Source: an optimization exercise on an open RTL-to-GDS flow (aim: small area, a short achievable clock period and few clock cycles per item). Production flows keep margins and buffers that such runs may drop. Only simulation tests tie the RTL to the original design; equivalence was not proved.

File: design/flow/config.mk
export PLATFORM = sky130hd
export DESIGN_NAME = broken_down_time_to_epoch
export DESIGN_NICKNAME = broken_down_time_to_epoch
export VERILOG_FILES = /design/flow/design.v
export SDC_FILE = /design/flow/constraint.sdc
export NUM_CORES = 4
export LEC_CHECK = 0
export CAP_MARGIN = 20
export CORE_MARGIN = 2
export CORE_UTILIZATION = 40
export SLEW_MARGIN = 20
File: design/flow/constraint.sdc
create_clock -name core_clock -period 9.0 [get_ports {clk_i}]
set_input_delay 1.8000 -clock core_clock [delete_from_list [all_inputs] [get_ports {clk_i}]]
set_output_delay 1.8000 -clock core_clock [all_outputs]
set_load 0.01 [all_outputs]
File: design/flow/design.v
package bdte_pkg;
  typedef enum logic [4:0] {
    OP_NONE,
    OP_LOAD,
    OP_SEC_Q,
    OP_SEC_R,
    OP_MIN_Q,
    OP_MIN_R,
    OP_HOUR_Q,
    OP_HOUR_R,
    OP_MON_Q,
    OP_MON_R,
    OP_FWD,
    OP_BACK,
    OP_YDAY,
    OP_T1,
    OP_T2,
    OP_T3,
    OP_Y1,
    OP_Y2
  } dp_op_e;
  typedef struct packed {
    logic day_over;
    logic day_under;
  } dp_sts_t;
  localparam logic [3:0] MONTH_LAST = 4'd11;
  localparam int unsigned DIV_SHIFT = 19;
  localparam logic [6:0]  DIV_SEC   = 7'd60;
  localparam logic [6:0]  DIV_HOUR  = 7'd24;
  localparam logic [6:0]  DIV_MON   = 7'd12;
  localparam logic [15:0] RECIP_SEC  = 16'd8739;
  localparam logic [15:0] RECIP_HOUR = 16'd21846;
  localparam logic [15:0] RECIP_MON  = 16'd43691;
  localparam logic [13:0] BIAS_SEC   = 14'd3840;
  localparam logic [13:0] BIAS_HOUR  = 14'd1536;
  localparam logic [13:0] BIAS_MON   = 14'd768;
  localparam logic [7:0]  BIAS_Q     = 8'd64;
  localparam logic [24:0] SECS_PER_MIN  = 25'd60;
  localparam logic [24:0] HOURS_PER_DAY = 25'd24;
  localparam logic signed [33:0] SECS_PER_YEAR = 34'sd31536000;
  localparam logic signed [33:0] SECS_PER_DAY  = 34'sd86400;
  localparam logic signed [10:0] EPOCH_YEAR    = 11'sd70;
  localparam logic signed [10:0] LEAP_BASE     = 11'sd69;
  function automatic logic [4:0] bdte_month_len(input logic [3:0] mon, input logic leap);
    logic [4:0] len;
    unique case (mon)
      4'd1:                      len = leap ? 5'd29 : 5'd28;
      4'd3, 4'd5, 4'd8, 4'd10:   len = 5'd30;
      default:                   len = 5'd31;
    endcase
    bdte_month_len = len;
  endfunction
  function automatic logic [8:0] bdte_days_before(input logic [3:0] mon);
    logic [8:0] days;
    unique case (mon)
      4'd0:    days = 9'd0;
      4'd1:    days = 9'd31;
      4'd2:    days = 9'd59;
      4'd3:    days = 9'd90;
      4'd4:    days = 9'd120;
      4'd5:    days = 9'd151;
      4'd6:    days = 9'd181;
      4'd7:    days = 9'd212;
      4'd8:    days = 9'd243;
      4'd9:    days = 9'd273;
      4'd10:   days = 9'd304;
      default: days = 9'd334;
    endcase
    bdte_days_before = days;
  endfunction
endpackage
import bdte_pkg::*;
module bdte_ctrl (
  input  logic              clk_i,
  input  logic              rst_ni,
  input  logic              start,
  output logic              busy,
  output logic              done_o,
  input  bdte_pkg::dp_sts_t sts_i,
  output bdte_pkg::dp_op_e  op_o
);
  localparam logic [4:0] ST_IDLE   = 5'd0;
  localparam logic [4:0] ST_SEC_Q  = 5'd1;
  localparam logic [4:0] ST_SEC_R  = 5'd2;
  localparam logic [4:0] ST_MIN_Q  = 5'd3;
  localparam logic [4:0] ST_MIN_R  = 5'd4;
  localparam logic [4:0] ST_HOUR_Q = 5'd5;
  localparam logic [4:0] ST_HOUR_R = 5'd6;
  localparam logic [4:0] ST_MON_Q  = 5'd7;
  localparam logic [4:0] ST_MON_R  = 5'd8;
  localparam logic [4:0] ST_FWD    = 5'd9;
  localparam logic [4:0] ST_BACK   = 5'd10;
  localparam logic [4:0] ST_YDAY   = 5'd11;
  localparam logic [4:0] ST_T1     = 5'd12;
  localparam logic [4:0] ST_T2     = 5'd13;
  localparam logic [4:0] ST_T3     = 5'd14;
  localparam logic [4:0] ST_Y1     = 5'd15;
  localparam logic [4:0] ST_Y2     = 5'd16;
  localparam logic [4:0] ST_DONE   = 5'd17;
  logic [4:0] state_q, state_d;
  always_ff @(posedge clk_i or negedge rst_ni) begin
    if (!rst_ni) begin
      state_q <= ST_IDLE;
    end else begin
      state_q <= state_d;
    end
  end
  always_comb begin
    state_d = state_q;
    op_o    = OP_NONE;
    unique case (state_q)
      ST_IDLE: begin
        if (start) begin
          op_o    = OP_LOAD;
          state_d = ST_SEC_Q;
        end
      end
      ST_SEC_Q:  begin op_o = OP_SEC_Q;  state_d = ST_SEC_R;  end
      ST_SEC_R:  begin op_o = OP_SEC_R;  state_d = ST_MIN_Q;  end
      ST_MIN_Q:  begin op_o = OP_MIN_Q;  state_d = ST_MIN_R;  end
      ST_MIN_R:  begin op_o = OP_MIN_R;  state_d = ST_HOUR_Q; end
      ST_HOUR_Q: begin op_o = OP_HOUR_Q; state_d = ST_HOUR_R; end
      ST_HOUR_R: begin op_o = OP_HOUR_R; state_d = ST_MON_Q;  end
      ST_MON_Q:  begin op_o = OP_MON_Q;  state_d = ST_MON_R;  end
      ST_MON_R:  begin op_o = OP_MON_R;  state_d = ST_FWD;    end
      ST_FWD: begin
        op_o = OP_FWD;
        if (!sts_i.day_over) begin
          state_d = ST_BACK;
        end
      end
      ST_BACK: begin
        op_o = OP_BACK;
        if (!sts_i.day_under) begin
          state_d = ST_YDAY;
        end
      end
      ST_YDAY:   begin op_o = OP_YDAY;   state_d = ST_T1;     end
      ST_T1:     begin op_o = OP_T1;     state_d = ST_T2;     end
      ST_T2:     begin op_o = OP_T2;     state_d = ST_T3;     end
      ST_T3:     begin op_o = OP_T3;     state_d = ST_Y1;     end
      ST_Y1:     begin op_o = OP_Y1;     state_d = ST_Y2;     end
      ST_Y2:     begin op_o = OP_Y2;     state_d = ST_DONE;   end
      ST_DONE:   begin                   state_d = ST_IDLE;   end
      default:   begin                   state_d = ST_IDLE;   end
    endcase
  end
  assign busy   = (state_q != ST_IDLE);
  assign done_o = (state_q == ST_DONE);
endmodule
import bdte_pkg::*;
module bdte_datapath (
  input  logic                     clk_i,
  input  bdte_pkg::dp_op_e         op_i,
  input  logic signed [10:0]       second_in_i,
  input  logic signed [10:0]       minute_in_i,
  input  logic signed [10:0]       hour_in_i,
  input  logic signed [10:0]       day_in_i,
  input  logic signed [7:0]        month_in_i,
  input  logic        [7:0]        year_in_i,
  output bdte_pkg::dp_sts_t        sts_o,
  output logic        [5:0]        second_out_o,
  output logic        [5:0]        minute_out_o,
  output logic        [4:0]        hour_out_o,
  output logic        [4:0]        day_out_o,
  output logic        [3:0]        month_out_o,
  output logic signed [9:0]        year_out_o,
  output logic        [8:0]        day_of_year_o,
  output logic signed [33:0]       epoch_seconds_o
);
  typedef enum logic [1:0] {
    SEL_SEC,
    SEL_MIN,
    SEL_HOUR,
    SEL_MON
  } div_sel_e;
  logic signed [12:0] sec_q, sec_d, min_q, min_d, hour_q, hour_d, mday_q, mday_d;
  logic signed [7:0]  mon_q, mon_d, q_q, q_d;
  logic signed [9:0]  year_q, year_d;
  logic        [8:0]  yday_q, yday_d;
  logic        [24:0] t_q, t_d;
  logic signed [33:0] acc_q, acc_d;
  div_sel_e           sel;
  logic signed [12:0] div_x;
  logic        [6:0]  div_k;
  logic        [15:0] recip;
  logic        [13:0] bias;
  logic        [13:0] x_biased;
  logic        [28:0] prod;
  logic signed [7:0]  q_div;
  logic signed [12:0] qk;
  logic signed [12:0] rem;
  logic               leap;
  logic        [4:0]  len_cur;
  logic        [3:0]  prev_mon;
  logic signed [9:0]  prev_year;
  logic        [4:0]  len_prev;
  logic signed [10:0] yr_rel70;
  logic signed [10:0] yr_rel69;
  logic signed [10:0] leap_days;
  always_comb begin
    unique case (op_i)
      OP_SEC_Q, OP_SEC_R:   sel = SEL_SEC;
      OP_MIN_Q, OP_MIN_R:   sel = SEL_MIN;
      OP_HOUR_Q, OP_HOUR_R: sel = SEL_HOUR;
      default:              sel = SEL_MON;
    endcase
    unique case (sel)
      SEL_SEC:  begin div_x = sec_q;  div_k = DIV_SEC;  recip = RECIP_SEC;  bias = BIAS_SEC;  end
      SEL_MIN:  begin div_x = min_q;  div_k = DIV_SEC;  recip = RECIP_SEC;  bias = BIAS_SEC;  end
      SEL_HOUR: begin div_x = hour_q; div_k = DIV_HOUR; recip = RECIP_HOUR; bias = BIAS_HOUR; end
      default:  begin
        div_x = {{5{mon_q[7]}}, mon_q};
        div_k = DIV_MON;
        recip = RECIP_MON;
        bias  = BIAS_MON;
      end
    endcase
  end
  assign x_biased = {div_x[12], div_x} + bias;
  assign prod     = x_biased[12:0] * recip;
  assign q_div    = {1'b0, prod[DIV_SHIFT+6:DIV_SHIFT]} - BIAS_Q;
  assign qk       = $signed({{5{q_q[7]}}, q_q}) * $signed({6'd0, div_k});
  assign rem      = div_x - qk;
  assign leap      = (year_q[1:0] == 2'b00);
  assign len_cur   = bdte_pkg::bdte_month_len(mon_q[3:0], leap);
  assign prev_mon  = (mon_q[3:0] == 4'd0) ? MONTH_LAST : (mon_q[3:0] - 4'd1);
  assign prev_year = (mon_q[3:0] == 4'd0) ? (year_q - 10'sd1) : year_q;
  assign len_prev  = bdte_pkg::bdte_month_len(prev_mon, prev_year[1:0] == 2'b00);
  assign sts_o.day_over  = (mday_q > $signed({8'd0, len_cur}));
  assign sts_o.day_under = mday_q[12] || (mday_q == 13'sd0);
  assign yr_rel70  = {year_q[9], year_q} - EPOCH_YEAR;
  assign yr_rel69  = {year_q[9], year_q} - LEAP_BASE;
  assign leap_days = yr_rel69[10] ? ((yr_rel69 + 11'sd3) >>> 2) : (yr_rel69 >>> 2);
  always_comb begin
    sec_d  = sec_q;
    min_d  = min_q;
    hour_d = hour_q;
    mday_d = mday_q;
    mon_d  = mon_q;
    year_d = year_q;
    q_d    = q_q;
    yday_d = yday_q;
    t_d    = t_q;
    acc_d  = acc_q;
    unique case (op_i)
      OP_LOAD: begin
        sec_d  = {{2{second_in_i[10]}}, second_in_i};
        min_d  = {{2{minute_in_i[10]}}, minute_in_i};
        hour_d = {{2{hour_in_i[10]}}, hour_in_i};
        mday_d = {{2{day_in_i[10]}}, day_in_i};
        mon_d  = month_in_i;
        year_d = {2'b00, year_in_i};
      end
      OP_SEC_Q, OP_MIN_Q, OP_HOUR_Q, OP_MON_Q: q_d = q_div;
      OP_SEC_R: begin
        sec_d = rem;
        min_d = min_q + {{5{q_q[7]}}, q_q};
      end
      OP_MIN_R: begin
        min_d  = rem;
        hour_d = hour_q + {{5{q_q[7]}}, q_q};
      end
      OP_HOUR_R: begin
        hour_d = rem;
        mday_d = mday_q + {{5{q_q[7]}}, q_q};
      end
      OP_MON_R: begin
        mon_d  = rem[7:0];
        year_d = year_q + {{2{q_q[7]}}, q_q};
      end
      OP_FWD: begin
        if (sts_o.day_over) begin
          mday_d = mday_q - $signed({8'd0, len_cur});
          if (mon_q[3:0] == MONTH_LAST) begin
            mon_d  = 8'sd0;
            year_d = year_q + 10'sd1;
          end else begin
            mon_d = mon_q + 8'sd1;
          end
        end
      end
      OP_BACK: begin
        if (sts_o.day_under) begin
          mon_d  = {4'd0, prev_mon};
          year_d = prev_year;
          mday_d = mday_q + $signed({8'd0, len_prev});
        end
      end
      OP_YDAY: begin
        yday_d = bdte_pkg::bdte_days_before(mon_q[3:0])
               + {8'd0, (leap && (mon_q[3:0] > 4'd1))}
               + mday_q[8:0] - 9'd1;
      end
      OP_T1: t_d = {20'd0, hour_q[4:0]} + {16'd0, yday_q} * HOURS_PER_DAY;
      OP_T2: t_d = t_q * SECS_PER_MIN + {19'd0, min_q[5:0]};
      OP_T3: t_d = t_q * SECS_PER_MIN + {19'd0, sec_q[5:0]};
      OP_Y1: acc_d = 34'(yr_rel70) * SECS_PER_YEAR + $signed({9'd0, t_q});
      OP_Y2: acc_d = acc_q + 34'(leap_days) * SECS_PER_DAY;
      default: ;
    endcase
  end
  always_ff @(posedge clk_i) begin
    sec_q  <= sec_d;
    min_q  <= min_d;
    hour_q <= hour_d;
    mday_q <= mday_d;
    mon_q  <= mon_d;
    year_q <= year_d;
    q_q    <= q_d;
    yday_q <= yday_d;
    t_q    <= t_d;
    acc_q  <= acc_d;
  end
  assign second_out_o    = sec_q[5:0];
  assign minute_out_o    = min_q[5:0];
  assign hour_out_o      = hour_q[4:0];
  assign day_out_o       = mday_q[4:0];
  assign month_out_o     = mon_q[3:0];
  assign year_out_o      = year_q;
  assign day_of_year_o   = yday_q;
  assign epoch_seconds_o = acc_q;
endmodule
import bdte_pkg::*;
module broken_down_time_to_epoch (
  input  logic               clk_i,
  input  logic               rst_ni,
  input  logic               start,
  output logic               busy,
  input  logic signed [10:0] second_in_i,
  input  logic signed [10:0] minute_in_i,
  input  logic signed [10:0] hour_in_i,
  input  logic signed [10:0] day_in_i,
  input  logic signed [7:0]  month_in_i,
  input  logic        [7:0]  year_in_i,
  output logic               done_o,
  output logic        [5:0]  second_out_o,
  output logic        [5:0]  minute_out_o,
  output logic        [4:0]  hour_out_o,
  output logic        [4:0]  day_out_o,
  output logic        [3:0]  month_out_o,
  output logic signed [9:0]  year_out_o,
  output logic        [8:0]  day_of_year_o,
  output logic signed [33:0] epoch_seconds_o
);
  bdte_pkg::dp_op_e  op;
  bdte_pkg::dp_sts_t sts;
  bdte_ctrl u_ctrl (
    .clk_i  (clk_i),
    .rst_ni (rst_ni),
    .start  (start),
    .busy   (busy),
    .done_o (done_o),
    .sts_i  (sts),
    .op_o   (op)
  );
  bdte_datapath u_datapath (
    .clk_i           (clk_i),
    .op_i            (op),
    .second_in_i     (second_in_i),
    .minute_in_i     (minute_in_i),
    .hour_in_i       (hour_in_i),
    .day_in_i        (day_in_i),
    .month_in_i      (month_in_i),
    .year_in_i       (year_in_i),
    .sts_o           (sts),
    .second_out_o    (second_out_o),
    .minute_out_o    (minute_out_o),
    .hour_out_o      (hour_out_o),
    .day_out_o       (day_out_o),
    .month_out_o     (month_out_o),
    .year_out_o      (year_out_o),
    .day_of_year_o   (day_of_year_o),
    .epoch_seconds_o (epoch_seconds_o)
  );
endmodule
File: design/flow/run.sh
#!/bin/bash
# synth_recipe.tcl (not shown) runs the flow's synth.tcl, then flattens the netlist and writes it again
# the make line also repeats each setting of config.mk as NAME=value (left out here)
make -C /OpenROAD-flow-scripts/flow DESIGN_CONFIG=/design/flow/config.mk WORK_HOME=/design/flow/orfs CLKGATE_MAP_FILE= SYNTH_SCRIPT=/design/flow/synth_recipe.tcl finish
==> impl_metrics.ini <==
[drt]
wl_mm = 75.2
wl_per_cell_um = 18.8
drt_iter0_drc = 1312
vias_per_cell = 5.38
antenna_left = 0
dr.pass1.iters = 6
drc = 0
vias = 21500

[setup_path]
critical_path_buf_inv_count = 7
worstReg2RegEnd = u_datapath.q_q[3]
worstReg2RegStart = u_ctrl.state_q[0]
worstSetupPathType = reg2reg
crit_path_max_incr_delay_ns = 0.58
critPathTopFamily = adder cells
cp-end-kind = flop
crit_arrival_ns = 8.55
reg2reg_depth = 33
start_kind = flop
regToRegSetupSlack_ns = 0.69
worstPathMaxFanout = 10
required_ns = 9.25
crit_slowest_cell = dfrtp_1

[sta]
min_period_over_period_pct = 92.3
finalCriticalPeriod_ns = 8.31
final-setup-viol-count = 0
rsz0062_at_grt = no
fin_skew_ns = 0.0147
maxSlewViolCount = 0
fmax_mhz = 120
finalHoldViolations = 0
slew_headroom_pct = 27.3
fin_tns_setup_ns = 0
worst_pin_slew_ns = 1.09

[synth]
ys_seq_elements = 159
synth_area_per_cell_um2 = 9.02
synth_top_family_by_area = adder cells
synthAdderAreaFrac_pct = 36.6
yosys.area_share.simple_pct = 12.0
synthCells = 2997
ys.flop_type = edfxtp_1
synth-compound-area-share_pct = 15.8
ys_types = 95
ys_async_sr_fraction_pct = 3.14
synthMuxAreaShare_pct = 1.15
synth_xor_area_share_pct = 8.48
synth_seq_area_share_pct = 17.2
synth_edf_count = 145
synth_area_um2 = 27000
synth_warnings = 2
synth_fp_nets = 3705

[die]
start_util_pct = 40.3
row_count = 95
ioPinCount = 144
die_x_um = 264
chipHeight_um = 264
die_area_um2 = 69700
core_area_um2 = 67000

[clock_network]
cts.sinks = 159
cts_resized = 0
cts_max_path_buffers = 2
clk_pin_slew_ns = 0.08
cts_max_level = 4
ctsHoldBuffers = 0
cts_tree = built
clockRootBuffer = clkbuf_16
postCtsSetupBuffers = 0
cts_made_buffers = 17
worstSkewPairLatency_ns = 0.50

[global_routing]
grt.overflow.total = 0
grt_usage_pct = 21.8
grt_max_degree = 56
grt_pass1_vias = 21500
grt_pass1_wl_mm = 119
antenna_found_initial = 0

[placed_design]
dpl.hpwl_mm = 62.9
routabilityCongestion = 0.918
port_buffers = 143
placed_area_um2 = 29400

[hold_path]
hold_end = u_datapath.yday_q[0]
hold_depth = 1
hp-class = reg2reg

[layout]
design_area_um2 = 30100
n_antenna_cell = 0
syn2layout_area_growth_pct = 11.2
layout-drive-gt1-share_pct = 4.29
fin_nets = 3815

[status]
status = no timing/DRC/antenna violations

[run]
maxCapViolCount = 0
-- how the worst max path moves through the flow --
| stage | startpoint | end | slack, ns | depth (start not counted) |
|---|---|---|---|---|
| global placement | u_datapath.year_q[5] | u_datapath.acc_q[32] | 0.55 | 36 |
| CTS | u_datapath.year_q[5] | u_datapath.acc_q[32] | 0.40 | 36 |
| floorplan | u_datapath.year_q[1] | u_datapath.acc_q[32] | 0.90 | 37 |
| detailed placement | u_datapath.year_q[5] | u_datapath.acc_q[32] | 0.42 | 36 |
| finish | u_ctrl.state_q[0] | u_datapath.q_q[3] | 0.69 | 33 |
| global route | u_ctrl.state_q[2] | u_datapath.q_q[3] | 0.07 | 32 |
-- state kept, by name, summed over array words and instances, names as in the netlist, named ones only --
| name | cells |
|---|---|
| u_datapath.mday_q | 13 |
| u_datapath.t_q | 25 |
| u_datapath.yday_q | 9 |
| u_datapath.acc_q | 34 |
| u_datapath.sec_q | 13 |
| u_datapath.hour_q | 13 |
| u_datapath.mon_q | 8 |
| u_datapath.min_q | 13 |
| u_ctrl.state_q | 5 |
| u_datapath.q_q | 7 |
| u_datapath.year_q | 10 |
-- cells in the mapped netlist (14+ instances only) --
cell type	number	area, um2
o211ai_1	15	113
a221o_1	14	140
mux2i_1	15	150
xor2_1	93	815
o21a_1	23	173
nand4_1	14	87.6
nor2_1	158	593
a21o_1	60	450
ha_1	402	5030
o21bai_1	27	203
and2_1	38	238
o221ai_1	15	131
a31oi_1	22	138
edfxtp_1	145	4350
clkbuf_1	55	206
a22oi_1	22	165
nor3_1	57	285
nor2b_1	27	169
xnor2_1	163	1430
nand3_1	50	250
nand2b_1	24	150
fa_1	243	4860
or3_1	15	93.8
and3_1	32	200
o31ai_1	19	143
buf_4	26	195
a211oi_1	19	143
inv_1	494	1850
a21oi_1	181	906
o21ai_0	129	646
nand2_1	185	694
-- kinds of logic after synthesis --
family,after synthesis
DFF,159
and+or+nand+nor,662
adders and majority gates,645
buffers and inverters,593
AOI/OAI and AO/OA,652
xor gates and xnor gates,259
muxes,27
-- per-layer routing --
| metal | track usage, % | wire length (um) | up-vias |
|---|---|---|---|
| met5 | 0 | 0 | - |
| met1 | 27.7 | 32200 | 10400 |
| li1 | - | - | 10500 |
| met4 | 6.34 | 1850 | 0 |
| met3 | 2.54 | 3210 | 99 |
| met2 | 38.7 | 37900 | 502 |
-- stage by stage --
stage	hold WS, ns	util (%)	setup slack (ns)	cells
after floorplan	0.508	-	0.900	2997
after global placement	0.575	43.9	0.546	3961
after detailed placement	0.577	43.9	0.422	3961
after CTS	0.583	44.8	0.402	3993
after global routing	0.594	44.8	0.0699	3993
final	0.568	44.8	0.691	3993
-- placed cells by master (no fill, tap or decap), types with 22 or more instances in the layout --
master / n
o21ai_0: 128
a22oi_1: 22
o21bai_1: 27
o21a_1: 23
nand3_1: 49
fa_1: 243
a21o_1: 60
ha_1: 402
nand2_1: 185
xnor2_1: 161
buf_4: 46
nor3_1: 57
a21oi_1: 178
a31oi_1: 22
and3_1: 32
and2_1: 38
edfxtp_1: 145
xor2_1: 93
nor2_1: 157
clkdlybuf4s50_1: 143
nor2b_1: 27
inv_1: 494
nand2b_1: 24
-- final cells by class --
type / instances / area, um2
clock buffers: 17 / 425
clock inverters: 15 / 169
fillers: 6566 / 37000
inverters: 495 / 1860
multi-input cells: 2245 / 20100
flip-flops and latches: 159 / 4660
well taps: 873 / 1090
repair buffers: 189 / 1780
Testbench counts, summed over its fixed seeds: cycles 94,039, items 4,800.

## separate check: timing with driven ports
The flow's constraints put no driver on any port. The routed layout listed below was extracted and timed again, unchanged, in two steps.
Step 1 sets driving cells, clkbuf_16 on the clock port and buf_2 on the other inputs (assumed; they add their load-dependent delay and slew).
Step 2 adds t to the input delays and takes it off the output delays; t is the mean of the earliest and latest rising clock arrival at the registers after step 1. Input paths then give back, and output paths get back, about the clock's delay inside the block.
Three values: ideal, step 1, step 2; two values: the first two.
t (ns): 0.553
setup slack, ns: 0.691 / 0.691 / 0.691
worst setup path at the end: register to register
latest minus earliest clock arrival (ns): 0.017 / 0.018
worst slew at a driven data input, ns: 0.06
After both steps this run still meets setup and hold. For this run, drivers alone change the setup slack by 0.000 ns; drivers and shift together by 0.000 ns.
